Context: an optimization exercise on an open-source flow, tuned for small area. The choices shown serve that exercise and are no tape-out recipe.
Only simulation tests tie the RTL to the original design; equivalence was not proved.

==> flow/design.v <==
module bank_serializer #(
    parameter int DATA_WIDTH = 16,
    parameter int NUM_BANKS  = 40,
    parameter int OUT_WIDTH  = 1
) (
    input  logic                            clk,
    input  logic                            reset_n,
    input  logic [NUM_BANKS*DATA_WIDTH-1:0] s_data,
    input  logic                            s_valid,
    output logic                            s_ready,
    output logic [OUT_WIDTH*DATA_WIDTH-1:0] m_data,
    output logic [OUT_WIDTH-1:0]            m_keep,
    output logic                            m_valid,
    input  logic                            m_ready,
    output logic                            m_last,
    output logic [15:0]                     frames_done
);
    localparam int BEAT_W = $clog2(NUM_BANKS);
    localparam logic [BEAT_W-1:0] LAST_BEAT = BEAT_W'(NUM_BANKS - 1);
    localparam int DW = DATA_WIDTH;
    logic [NUM_BANKS*DW-1:0] x_reg, y_reg;
    logic              x_full;    
    logic              y_full;    
    logic              y_off;     
    logic              x_pol;     
    logic              y_pol;     
    logic [BEAT_W-1:0] beat;
    logic [15:0]       frames_done_reg;
    logic in_hs, out_hs, last_hs, is_last, xfer, y_shift, y_hold;
    assign s_ready     = !(x_full && y_full);
    assign m_valid     = x_full || y_full;
    assign m_keep      = m_valid;
    assign is_last     = (beat == LAST_BEAT);
    assign m_last      = m_valid && is_last;
    assign frames_done = frames_done_reg;
    assign in_hs   = s_valid && s_ready;
    assign out_hs  = m_valid && m_ready;
    assign last_hs = out_hs && is_last;
    assign xfer    = x_full && (!y_full || last_hs);
    assign y_shift = !xfer && out_hs;
    assign y_hold  = !xfer && !out_hs;
    always_ff @(posedge clk or negedge reset_n) begin
        if (!reset_n) begin
            x_full          <= 1'b0;
            y_full          <= 1'b0;
            beat            <= '0;
            frames_done_reg <= '0;
        end else begin
            x_full <= in_hs || (x_full && !xfer);
            y_full <= xfer || (y_full && !last_hs);
            if (last_hs) begin
                beat            <= '0;
                frames_done_reg <= frames_done_reg + 16'd1;
            end else if (out_hs) begin
                beat <= beat + 1'b1;
            end
        end
    end
    always_ff @(posedge clk) begin
        x_pol <= in_hs || !x_pol;
        y_pol <= xfer ? !x_pol : !y_pol;
        if (xfer) y_off <= !y_full && out_hs;
    end
    logic x_ld_n;
    assign x_ld_n = !in_hs;
    generate
        for (genvar b = 0; b < NUM_BANKS; b++) begin : g_bank
            localparam int NB = (b == NUM_BANKS - 1) ? b : b + 1;
            bs_xbank #(.W(DW)) u_x (
                .clk(clk), .d(s_data[b*DW +: DW]),
                .ld(in_hs), .ld_n(x_ld_n), .q(x_reg[b*DW +: DW]));
            bs_ybank #(.W(DW)) u_y (
                .clk(clk), .x(x_reg[b*DW +: DW]), .nxt(y_reg[NB*DW +: DW]),
                .t(xfer), .s(y_shift), .h(y_hold), .q(y_reg[b*DW +: DW]));
        end
    endgenerate
    logic sel_y0, sel_y1, sel_x0, out_inv;
    assign sel_y0  = y_full && !y_off;
    assign sel_y1  = y_full && y_off;
    assign sel_x0  = !y_full && x_full;
    assign out_inv = y_full ? !y_pol : (x_full ? !x_pol : 1'b1);
    for (genvar i = 0; i < DW; i++) begin : g_out
        bs_obit u_o (
            .a(y_reg[i]), .b(y_reg[DW + i]), .c(x_reg[i]),
            .sa(sel_y0), .sb(sel_y1), .sc(sel_x0), .inv(out_inv), .q(m_data[i]));
    end
endmodule
module bs_xbank #(
    parameter int W = 16
) (
    input  logic         clk,
    input  logic [W-1:0] d,
    input  logic         ld,
    input  logic         ld_n,
    output logic [W-1:0] q
);
    for (genvar i = 0; i < W; i++) begin : g_bit
        bs_xbit u_b (.clk(clk), .d(d[i]), .ld(ld), .ld_n(ld_n), .q(q[i]));
    end
endmodule
module bs_xbit (
    input  logic clk,
    input  logic d,
    input  logic ld,
    input  logic ld_n,
    output logic q
);
    always_ff @(posedge clk) q <= ~((d | ld_n) & (q | ld));
endmodule
module bs_ybank #(
    parameter int W = 16
) (
    input  logic         clk,
    input  logic [W-1:0] x,
    input  logic [W-1:0] nxt,
    input  logic         t,
    input  logic         s,
    input  logic         h,
    output logic [W-1:0] q
);
    for (genvar i = 0; i < W; i++) begin : g_bit
        bs_ybit u_b (.clk(clk), .x(x[i]), .nxt(nxt[i]), .t(t), .s(s), .h(h), .q(q[i]));
    end
endmodule
module bs_ybit (
    input  logic clk,
    input  logic x,
    input  logic nxt,
    input  logic t,
    input  logic s,
    input  logic h,
    output logic q
);
    always_ff @(posedge clk) q <= ~((x & t) | (nxt & s) | (q & h));
endmodule
module bs_obit (
    input  logic a,
    input  logic b,
    input  logic c,
    input  logic sa,
    input  logic sb,
    input  logic sc,
    input  logic inv,
    output logic q
);
    assign q = !((a & sa) | (b & sb) | (c & sc)) ^ inv;
endmodule
clock: 7.0 ns
lec_check: 0
cap_margin: 10
cell_pad_in_sites_detail_placement: 1
cell_pad_in_sites_global_placement: 1
core_margin: 2
core_utilization: 55
cts_buf_list: sky130_fd_sc_hd__clkbuf_4
cts_cluster_diameter: 50
cts_cluster_size: 10
setup_slack_margin: 0.2
slew_margin: 10
synth_hierarchical: 1
synth_minimum_keep_size: 0
standard.sh (not shown) runs the stock make flow with config.mk's settings and CLKGATE_MAP_FILE= SYNTH_SCRIPT=/design/flow/synth_recipe.tcl, a recipe that flattens the netlist after the stock synthesis.
==> flow/flow/run.sh <==
#!/bin/bash
# Own layout flow: the standard ORFS flow (standard.sh) with two changes:
#  - buffer_ports gives every input and output port the smallest buffer
#    (sky130_fd_sc_hd__buf_1) instead of the delay buffer it picks by default;
#  - clock tree synthesis uses clkbuf_4 on sink clusters of at most 10
#    flip-flops within 50 um, and inserts no dummy loads.
# The ORFS tools' own logs stay under orfs/logs; make's output goes to standard.log.
set -euo pipefail
export BUFFER_PORTS_ARGS="-buffer_cell sky130_fd_sc_hd__buf_1"
export CTS_ARGS="-sink_clustering_enable -repair_clock_nets -buf_list sky130_fd_sc_hd__clkbuf_4 -sink_clustering_size 10 -sink_clustering_max_diameter 50 -dont_use_dummy_load"
bash standard.sh > standard.log 2>&1
Edit:
--- a/flow/design.v
+++ b/flow/design.v
@@ -58,23 +58,29 @@
     end
     always_ff @(posedge clk) begin
         x_pol <= in_hs || !x_pol;
         y_pol <= xfer ? !x_pol : !y_pol;
         if (xfer) y_off <= !y_full && out_hs;
     end
-    logic x_ld_n;
+    logic x_ld_n, xfer_n;
     assign x_ld_n = !in_hs;
+    assign xfer_n = !xfer;
     generate
         for (genvar b = 0; b < NUM_BANKS; b++) begin : g_bank
-            localparam int NB = (b == NUM_BANKS - 1) ? b : b + 1;
             bs_xbank #(.W(DW)) u_x (
                 .clk(clk), .d(s_data[b*DW +: DW]),
                 .ld(in_hs), .ld_n(x_ld_n), .q(x_reg[b*DW +: DW]));
-            bs_ybank #(.W(DW)) u_y (
-                .clk(clk), .x(x_reg[b*DW +: DW]), .nxt(y_reg[NB*DW +: DW]),
-                .t(xfer), .s(y_shift), .h(y_hold), .q(y_reg[b*DW +: DW]));
+            if (b == NUM_BANKS - 1) begin : g_last
+                bs_xbank #(.W(DW)) u_y (
+                    .clk(clk), .d(x_reg[b*DW +: DW]),
+                    .ld(xfer), .ld_n(xfer_n), .q(y_reg[b*DW +: DW]));
+            end else begin : g_mid
+                bs_ybank #(.W(DW)) u_y (
+                    .clk(clk), .x(x_reg[b*DW +: DW]), .nxt(y_reg[(b+1)*DW +: DW]),
+                    .t(xfer), .s(y_shift), .h(y_hold), .q(y_reg[b*DW +: DW]));
+            end
         end
     endgenerate
     logic sel_y0, sel_y1, sel_x0, out_inv;
     assign sel_y0  = y_full && !y_off;
     assign sel_y1  = y_full && y_off;
     assign sel_x0  = !y_full && x_full;
Outcome: Global-route usage falls by 0.41 points. Cell count stays flat. Wire length is lower by 0.88%. Via count stays flat. Count of clock-buffer cells in the layout stays the same.

[port drivers added, routing unchanged]
The results above use ideal ports. As a check the final layouts listed here were re-extracted and re-timed, cells and wires unchanged.
Step 1: set_driving_cell puts a clkbuf_16 on clk and a buf_2 on each other input, an assumption about the parent block.
Step 2 moves the port delays by t, midway between the first and last clock arrival at a register: inputs arrive t later, outputs are due t later. That takes back most of the time a late clock gives input paths.
a / b / c = ideal ports / drivers / drivers and shift; a / b = the first two.
run	t (ns)	setup slack, ns	slew at the worst register clock pin (ns)	worst slew at a driven data input, ns
the first run	1.044	2.010 / 1.944 / 2.766	0.12 / 0.12	0.15
the second run	1.041	2.130 / 2.063 / 2.559	0.11 / 0.11	0.17
After both steps every run listed still meets setup and hold.
